This is an optimization exercise on Yosys and OpenROAD, whose aim is small area, not a production implementation.
The RTL was checked by simulation tests, not by an equivalence proof against the original design.
No activity file was given, so power comes from the tool's default toggle rates.

## peer_table_replay_filter_top
module peer_table_replay_filter_top #(
   parameter int PEER_SLOTS = ptrf_pkg::PEER_SLOTS_DEFAULT
) (
   input  logic                          clock,
   input  logic                          reset,
   input  logic                          csr_write_enable,
   input  logic                          csr_write_data,
   input  logic                          req_valid,
   output logic                          req_stall,
   input  logic [ptrf_pkg::MODE_W-1:0]   req_mode,
   input  logic [ptrf_pkg::MAC_W-1:0]    req_peer_mac,
   input  logic [ptrf_pkg::MEMBER_W-1:0] req_member_id,
   input  logic [ptrf_pkg::SEQ_W-1:0]    req_sequence_req,
   input  logic                          req_reset_window,
   output logic                          rsp_valid,
   input  logic                          rsp_stall,
   output logic [ptrf_pkg::STATUS_W-1:0] rsp_status,
   output logic                          rsp_found,
   output logic [ptrf_pkg::SLOT_W-1:0]   rsp_slot,
   output logic [ptrf_pkg::MAC_W-1:0]    rsp_found_mac
);
export LEC_CHECK = 0
export CAP_MARGIN = 20
export CORE_MARGIN = 2
export CORE_UTILIZATION = 60
export GPL_TIMING_DRIVEN = 0
export SLEW_MARGIN = 20
create_clock -name core_clock -period 5.0 [get_ports {clock}]
standard.sh (not shown) runs the stock make flow with config.mk's settings and CLKGATE_MAP_FILE= SYNTH_SCRIPT=/design/flow/synth_recipe.tcl, a recipe that flattens the netlist after the stock synthesis.
==> flow/flow/run.sh <==
#!/bin/bash
# Standard ORFS layout with three changes: the combinational cells of the
# standard synthesis are re-mapped for area by Yosys/ABC (flip-flops kept as
# the standard synthesis made them), port buffers use the smallest buffer
# cell, and the clock tree uses small buffers without dummy loads.
# Each tool's output goes to a log file here.
set -euo pipefail
export BUFFER_PORTS_ARGS="-buffer_cell sky130_fd_sc_hd__buf_1"
export CTS_ARGS="-sink_clustering_enable -repair_clock_nets -dont_use_dummy_load -buf_list sky130_fd_sc_hd__clkbuf_8 -sink_clustering_size 21 -sink_clustering_max_diameter 40"
R=orfs/results/${FLOW_PLATFORM}/peer_table_replay_filter_top/base
LIB=${FLOW_HOME}/platforms/${FLOW_PLATFORM}/lib/sky130_fd_sc_hd__tt_025C_1v80.lib
YOSYS=$(command -v yosys || echo "${FLOW_HOME}/../tools/install/yosys/bin/yosys")

bash standard.sh synth > standard_synth.log 2>&1
cp "$R/1_2_yosys.v" std_synth.v
sed -e "s#@LIB@#${LIB}#g" -e "s#@TOP@#${FLOW_TOP}#g" flow/remap.ys > remap.ys
"$YOSYS" -l remap.log -s remap.ys > /dev/null 2>&1
cp remapped.v "$R/1_2_yosys.v"
rm -f "$R/1_synth.odb" "$R/1_synth.sdc"
bash standard.sh > standard.log 2>&1
Other scripts of this flow, unchanged in this note and not shown: flow/flow/remap.ys
Next try:
--- a/flow/flow/run.sh
+++ b/flow/flow/run.sh
@@ -8,3 +8,3 @@
 export BUFFER_PORTS_ARGS="-buffer_cell sky130_fd_sc_hd__buf_1"
-export CTS_ARGS="-sink_clustering_enable -repair_clock_nets -dont_use_dummy_load -buf_list sky130_fd_sc_hd__clkbuf_8 -sink_clustering_size 21 -sink_clustering_max_diameter 40"
+export CTS_ARGS="-sink_clustering_enable -repair_clock_nets -dont_use_dummy_load -buf_list sky130_fd_sc_hd__clkbuf_8 -sink_clustering_size 20 -sink_clustering_max_diameter 40"
 R=orfs/results/${FLOW_PLATFORM}/peer_table_replay_filter_top/base
- CORE_UTILIZATION: 60 -> 70
After rerunning:
- wire length came out higher by 14%
- core utilization came out higher by 12 points
- worst hold slack is better by 0.028 ns
- fmax came out lower by 1.3%
- power barely changes
- global-route usage came out higher by 4.9 points
- synthesized cell count stays the same
- worst setup slack is worse by 0.052 ns

========
Setup of job 9295:
peer_table_replay_filter_top again, from the RTL that the note above started with.
export LEC_CHECK = 0
export CAP_MARGIN = 20
export CORE_MARGIN = 2
export CORE_UTILIZATION = 65
export GPL_TIMING_DRIVEN = 0
export SLEW_MARGIN = 20
create_clock -name core_clock -period 5.0 [get_ports {clock}]
==> flow/flow/run.sh <==
#!/bin/bash
# Standard ORFS layout with three changes: the combinational cells of the
# standard synthesis are re-mapped for area by Yosys/ABC (flip-flops kept as
# the standard synthesis made them), port buffers use the smallest buffer
# cell, and the clock tree uses small buffers without dummy loads.
# Each tool's output goes to a log file here.
set -euo pipefail
export BUFFER_PORTS_ARGS="-buffer_cell sky130_fd_sc_hd__buf_1"
export CTS_ARGS="-sink_clustering_enable -repair_clock_nets -dont_use_dummy_load -buf_list sky130_fd_sc_hd__clkbuf_8 -sink_clustering_size 22 -sink_clustering_max_diameter 45"
R=orfs/results/${FLOW_PLATFORM}/peer_table_replay_filter_top/base
LIB=${FLOW_HOME}/platforms/${FLOW_PLATFORM}/lib/sky130_fd_sc_hd__tt_025C_1v80.lib
YOSYS=$(command -v yosys || echo "${FLOW_HOME}/../tools/install/yosys/bin/yosys")

bash standard.sh synth > standard_synth.log 2>&1
cp "$R/1_2_yosys.v" std_synth.v
sed -e "s#@LIB@#${LIB}#g" -e "s#@TOP@#${FLOW_TOP}#g" flow/remap.ys > remap.ys
"$YOSYS" -l remap.log -s remap.ys > /dev/null 2>&1
cp remapped.v "$R/1_2_yosys.v"
rm -f "$R/1_synth.odb" "$R/1_synth.sdc"
bash standard.sh > standard.log 2>&1
Other scripts of this flow, unchanged in this note and not shown: flow/flow/remap.ys
Every stage of the flow completed for job 9295, and the final layout passed the timing, DRC and antenna checks.
### job 9295 -> job 3651
Settings: CORE_UTILIZATION: 65 -> 50.
Results
Number of buffers created by CTS (job 3651 vs. job 9295) increases by a few percent. Job 3651 reports a higher area fraction of clock buffers and clock inverters than job 9295 does. Met2 layer wire length in the routed design: job 3651 vs job 9295 down 8.1%. Job 3651 ended with more worst-margin pin slew than job 9295. Worst clock skew on the final layout: job 3651 higher than job 9295. Internal power component was lower in the run labelled job 9295. Delta (job 3651 minus job 9295): design area shows an increase of 190 µm², average wire per cell in the routed design fell about 9%, register fraction of the total cell area now smaller. Against job 9295, job 3651 reports a maximum cell stage delay along the critical path that is higher. Total length of routed wires in job 3651 vs job 9295: down 1.5%.
Changes in job 6322 relative to job 3651:
Settings: CORE_UTILIZATION changed from 50 to 60.
diff --git a/flow/flow/run.sh b/flow/flow/run.sh
--- a/flow/flow/run.sh
+++ b/flow/flow/run.sh
@@ -8,3 +8,3 @@
 export BUFFER_PORTS_ARGS="-buffer_cell sky130_fd_sc_hd__buf_1"
-export CTS_ARGS="-sink_clustering_enable -repair_clock_nets -dont_use_dummy_load -buf_list sky130_fd_sc_hd__clkbuf_8 -sink_clustering_size 22 -sink_clustering_max_diameter 45"
+export CTS_ARGS="-sink_clustering_enable -repair_clock_nets -dont_use_dummy_load -buf_list sky130_fd_sc_hd__clkbuf_8 -sink_clustering_size 23 -sink_clustering_max_diameter 42"
 R=orfs/results/${FLOW_PLATFORM}/peer_table_replay_filter_top/base
In job 6322, detailed-route vias per instance is higher than in job 3651. Job 3651 and job 6322 ended up with roughly the same static power due to leakage. | latest clock arrival within the worst-skew pair | job 6322 vs job 3651 | 0.03 ns lower |. The lower reg-to-reg setup timing slack came out of job 3651. Design area, job 6322 and job 3651, lower one = job 6322. Minimum clock period after layout: higher on job 3651. Compared with job 3651, job 6322 shows full die area that has gone down by more than 10%. From job 3651 to job 6322 the numbers moved as follows: final standard cell utilization of the core saw an increase; portion of total power attributed to the clock network roughly the same. Job 6322 vs job 3651: proportion of cell area occupied by registers up.
Input changes introduced in job 5597 (baseline for comparison: job 6322):
Settings: removing GPL_TIMING_DRIVEN (formerly 0).
diff --git a/flow/flow/run.sh b/flow/flow/run.sh
--- a/flow/flow/run.sh
+++ b/flow/flow/run.sh
@@ -8,3 +8,3 @@
 export BUFFER_PORTS_ARGS="-buffer_cell sky130_fd_sc_hd__buf_1"
-export CTS_ARGS="-sink_clustering_enable -repair_clock_nets -dont_use_dummy_load -buf_list sky130_fd_sc_hd__clkbuf_8 -sink_clustering_size 23 -sink_clustering_max_diameter 42"
+export CTS_ARGS="-sink_clustering_enable -repair_clock_nets -dont_use_dummy_load -buf_list sky130_fd_sc_hd__clkbuf_8 -sink_clustering_size 22 -sink_clustering_max_diameter 45"
 R=orfs/results/${FLOW_PLATFORM}/peer_table_replay_filter_top/base
### Flow results
Job 5597: relative slew slack 14 points above job 6322
The global-route usage in job 5597 was higher than what job 6322 gave.
Going from job 6322 to job 5597, time the worst path needs with I/O delays and setup shows a reduction of 0.52 ns, detailed-route wire length now sits higher, largest fanout on the critical path decreased 7, via count of the first global-routing pass moved up.
Compared with job 6322, first-pass GRT wire length in job 5597 increased slightly.
The total power of the final layout of job 5597 and that of job 6322 are within noise of each other.
Compared with job 6322, the router placed more vias in job 5597.
Job 5597 vs job 6322, critical path endpoint: req_stall vs rsp_valid
In job 5597, ratio of final minimum period to clock period is lower than in job 6322.
Taking job 6322 as the reference point, the register-to-register slack of job 5597 rises by 0.44 ns.
> inputs changed (job 5597 -> job 1521)
Settings: an added GPL_TIMING_DRIVEN of 0; an added GPL_ROUTABILITY_DRIVEN of 0.
### Flow results
- Wire length per cell after detailed routing is higher on job 5597
- Job 1521 against job 5597: global-route usage lower, via count lost 0.53%.
- On synthesis-to-finish area growth, job 1521 and job 5597 are neck and neck.
- Max-slew headroom at the worst pin delta for job 1521 relative to job 5597: 9.5 points lower
- On non-clock buffering overhead in the final layout, job 1521 tracks job 5597 almost exactly.
- Overall power of the completed layout of job 1521 is on par with job 5597.
- Fraction of layout instances using a drive strength above 1 ended up 0.15 points lower on job 1521 than on job 5597.
- When job 1521 is set beside job 5597, its data arrival at the endpoint of the critical path turns out to be 0.47 ns larger.
- The final critical path time including I/O delays and setup of job 1521 exceeds that of job 5597 by 0.47 ns.

========
Another version of the RTL of peer_table_replay_filter_top (not shown whole).
Size: ~740 flip-flops, ~150 I/O pins.
Settings: LEC_CHECK=0, CAP_MARGIN=20, CORE_MARGIN=2, CORE_UTILIZATION=70, PLACE_DENSITY=0.85, SLEW_MARGIN=20; clock period 5.0 ns.
==> flow/flow/run.sh <==
#!/bin/bash
# Standard ORFS layout, with port buffers of the smallest buffer cell and a
# clock tree of small buffers built without dummy loads. Each tool's output
# goes to a log here.
set -euo pipefail
export BUFFER_PORTS_ARGS="-buffer_cell sky130_fd_sc_hd__buf_1"
export CTS_ARGS="-sink_clustering_enable -repair_clock_nets -dont_use_dummy_load -buf_list sky130_fd_sc_hd__clkbuf_16 -sink_clustering_size 32 -sink_clustering_max_diameter 50"
bash standard.sh > standard.log 2>&1
Next try:
==> flow/flow/run.sh (replaced) <==
#!/bin/bash
# Standard ORFS layout, with port buffers of the smallest buffer cell and a
# clock tree of small buffers built without dummy loads. Each tool's output
# goes to a log here.
set -euo pipefail
export BUFFER_PORTS_ARGS="-buffer_cell sky130_fd_sc_hd__buf_1"
export CTS_ARGS="-sink_clustering_enable -repair_clock_nets -dont_use_dummy_load -buf_list sky130_fd_sc_hd__clkbuf_4 -sink_clustering_size 10 -sink_clustering_max_diameter 30"
bash standard.sh > standard.log 2>&1
Settings changed: CORE_UTILIZATION 70 to 60, PLACE_DENSITY 0.85 to not set.
Critical path depth does not change; utilization goes down by 11 points; routed wire length goes down by 16%.
Next try:
==> flow/flow/run.sh (replaced) <==
#!/bin/bash
# Standard ORFS layout, with port buffers of the smallest buffer cell and a
# clock tree of small buffers built without dummy loads. Each tool's output
# goes to a log here.
set -euo pipefail
export BUFFER_PORTS_ARGS="-buffer_cell sky130_fd_sc_hd__buf_1"
export CTS_ARGS="-sink_clustering_enable -repair_clock_nets -dont_use_dummy_load -buf_list sky130_fd_sc_hd__clkbuf_8 -sink_clustering_size 22 -sink_clustering_max_diameter 45"
bash standard.sh > standard.log 2>&1
Hold slack got worse by 29 ps.
Maximum frequency rose by 4.0%.
Final area fell by 0.69%.
Clock skew rose by 7.6 ps.
Combinational power barely changes.
Setup slack improved by 140 ps.
Register-to-register slack improved by 70 ps.
Wire length fell by 1.7%.
Critical path depth does not change.
Clock power fell by about 7%.
Via count fell by 4.4%.
Next try:
==> flow/flow/run.sh (replaced) <==
#!/bin/bash
# Standard ORFS layout, with port buffers of the smallest buffer cell and a
# clock tree of small buffers built without dummy loads. Each tool's output
# goes to a log here.
set -euo pipefail
export BUFFER_PORTS_ARGS="-buffer_cell sky130_fd_sc_hd__buf_1"
export CTS_ARGS="-sink_clustering_enable -repair_clock_nets -dont_use_dummy_load -buf_list sky130_fd_sc_hd__clkbuf_8 -sink_clustering_size 20 -sink_clustering_max_diameter 40"
bash standard.sh > standard.log 2>&1
Effect: Fmax falls slightly. Cell area rises slightly. Final cell count rises slightly. Total power rises slightly. Worst hold slack gains 34 ps. Utilization rises by 0.25 points. Via count rises slightly.
Next try:
==> flow/flow/run.sh (replaced) <==
#!/bin/bash
# Standard ORFS layout, with port buffers of the smallest buffer cell and a
# clock tree of small buffers built without dummy loads. Each tool's output
# goes to a log here.
set -euo pipefail
export BUFFER_PORTS_ARGS="-buffer_cell sky130_fd_sc_hd__buf_1"
export CTS_ARGS="-sink_clustering_enable -repair_clock_nets -dont_use_dummy_load -buf_list sky130_fd_sc_hd__clkbuf_8 -sink_clustering_size 24 -sink_clustering_max_diameter 45"
bash standard.sh > standard.log 2>&1
Settings changed: PLACE_DENSITY set to 0.75.
Worst setup slack got worse by 52 ps.
Area after synthesis stays the same.
Global-route usage rises by 0.90 points.
Non-clock buffer count stays the same.
Power falls by 1.3%.
Via count rises by 0.77%.
First-iteration DRC count rises by 34%.
Fmax falls by 1.4%.
Flip-flop and latch count is unchanged.
Cell count falls by 0.52%.
Sequential power barely changes.

========
## JK
peer_table_replay_filter_top, a different RTL version from the one above (not shown whole).
Size: about 740 flip-flops, ~150 I/O pins, roughly 17000 um2 of cells after synthesis.
Settings: LEC_CHECK=0, CAP_MARGIN=20, CORE_MARGIN=2, CORE_UTILIZATION=60, SLEW_MARGIN=20; clock period 5.0 ns.
==> flow/flow/run.sh <==
#!/bin/bash
# Standard ORFS layout, with port buffers of the smallest buffer cell and a
# clock tree of small buffers built without dummy loads. Each tool's output
# goes to a log here.
set -euo pipefail
export BUFFER_PORTS_ARGS="-buffer_cell sky130_fd_sc_hd__buf_1"
export CTS_ARGS="-sink_clustering_enable -repair_clock_nets -dont_use_dummy_load -buf_list sky130_fd_sc_hd__clkbuf_8 -sink_clustering_size 20 -sink_clustering_max_diameter 80"
bash standard.sh > standard.log 2>&1
diff inputs: JK => MS
==> flow/flow/run.sh <==
#!/bin/bash
# Standard ORFS layout, with port buffers of the smallest buffer cell and a
# clock tree of small buffers built without dummy loads. Each tool's output
# goes to a log here.
set -euo pipefail
export BUFFER_PORTS_ARGS="-buffer_cell sky130_fd_sc_hd__buf_1"
export CTS_ARGS="-sink_clustering_enable -repair_clock_nets -dont_use_dummy_load -buf_list sky130_fd_sc_hd__clkbuf_8 -sink_clustering_size 24 -sink_clustering_max_diameter 50"
bash standard.sh > standard.log 2>&1
Results
- Compared JK against MS; clock network power consumption within noise.
- Changes observed in MS relative to JK: total vias in the final route has decreased, CTS buffer count has decreased, worst clock skew has increased.

========
peer_table_replay_filter_top with an RTL version that a note above also has.
For scale: roughly 1000 cells after synthesis, about 740 flip-flops, ~150 I/O pins, ~17000 um^2 of cells after synthesis.
Settings: LEC_CHECK=0, CAP_MARGIN=20, CORE_MARGIN=2, CORE_UTILIZATION=60, SLEW_MARGIN=20; clock period 5.0 ns.
==> flow/flow/run.sh <==
#!/bin/bash
# Standard ORFS layout, with port buffers of the smallest buffer cell and a
# clock tree of small buffers built without dummy loads. Each tool's output
# goes to a log here.
set -euo pipefail
export BUFFER_PORTS_ARGS="-buffer_cell sky130_fd_sc_hd__buf_1"
export CTS_ARGS="-sink_clustering_enable -repair_clock_nets -dont_use_dummy_load -buf_list sky130_fd_sc_hd__clkbuf_8 -sink_clustering_size 24 -sink_clustering_max_diameter 45"
bash standard.sh > standard.log 2>&1
Rerun with:
==> flow/flow/run.sh (replaced) <==
#!/bin/bash
# Standard ORFS layout, with port buffers of the smallest buffer cell and a
# clock tree of small buffers built without dummy loads. Each tool's output
# goes to a log here.
set -euo pipefail
export BUFFER_PORTS_ARGS="-buffer_cell sky130_fd_sc_hd__buf_1"
export CTS_ARGS="-sink_clustering_enable -repair_clock_nets -dont_use_dummy_load -buf_list {sky130_fd_sc_hd__clkbuf_8 sky130_fd_sc_hd__clkbuf_16} -sink_clustering_size 26 -sink_clustering_max_diameter 45"
bash standard.sh > standard.log 2>&1
Global-route usage went up by 0.30 points; cell area climbs by 2.8%; utilization rises by 1.9 points; non-clock buffer count is unchanged; final cell count stays the same; worst hold slack improved by 0.014 ns; wire length climbs by 1.8%; worst setup slack improves by 0.062 ns; clock-buffer cell count is unchanged.

## what the ideal ports hide
The flow's constraints put no driver on any port. The routed layouts listed below were extracted and timed again, unchanged, in two steps. Step 1 sets driving cells, clkbuf_16 on the clock port and buf_2 on the other inputs (assumed; they add their load-dependent delay and slew). Step 2 times the ports against the registers' clock, not the clock port: input delays grow and output delays shrink by t, the midpoint of the rising clock arrivals with the driver on. Slacks: no drivers / after step 1 / after step 2; pairs: no drivers / after step 1.
run	t, ns	slack for setup (ns)	worst setup path at the end	worst register clock-pin slew, ns
the first run of note 1	0.568	1.034 / 0.992 / 1.083	register to register	0.11 / 0.11
the second run of note 1	0.589	0.982 / 0.939 / 1.169	register to register	0.11 / 0.11
job 9295	0.592	1.043 / 1.001 / 1.162	register to register	0.12 / 0.12
job 3651	0.588	0.966 / 0.921 / 1.083	register to register	0.12 / 0.12
job 6322	0.576	1.034 / 0.991 / 1.116	register to register	0.12 / 0.12
job 5597	0.588	1.552 / 1.511 / 1.564	register to register	0.12 / 0.12
job 1521	0.576	1.081 / 1.039 / 1.164	register to register	0.12 / 0.12
the first run of note 3	0.549	1.351 / 1.301 / 1.686	register to register	0.11 / 0.11
the second run of note 3	0.711	1.201 / 1.158 / 1.869	register to output	0.10 / 0.10
the third run of note 3	0.580	1.346 / 1.302 / 1.881	register to output	0.12 / 0.12
the fourth run of note 3	0.585	1.329 / 1.284 / 1.869	register to output	0.11 / 0.11
the fifth run of note 3	0.584	1.278 / 1.236 / 1.819	register to output	0.12 / 0.12
JK	0.585	1.631 / 1.586 / 2.117	input to register	0.12 / 0.12
MS	0.592	1.644 / 1.598 / 2.099	input to register	0.13 / 0.13
the first run of note 5	0.578	1.334 / 1.289 / 1.867	register to output	0.13 / 0.13
the second run of note 5	0.557	1.396 / 1.347 / 1.905	register to output	0.09 / 0.09
After both steps every run listed still meets setup and hold.
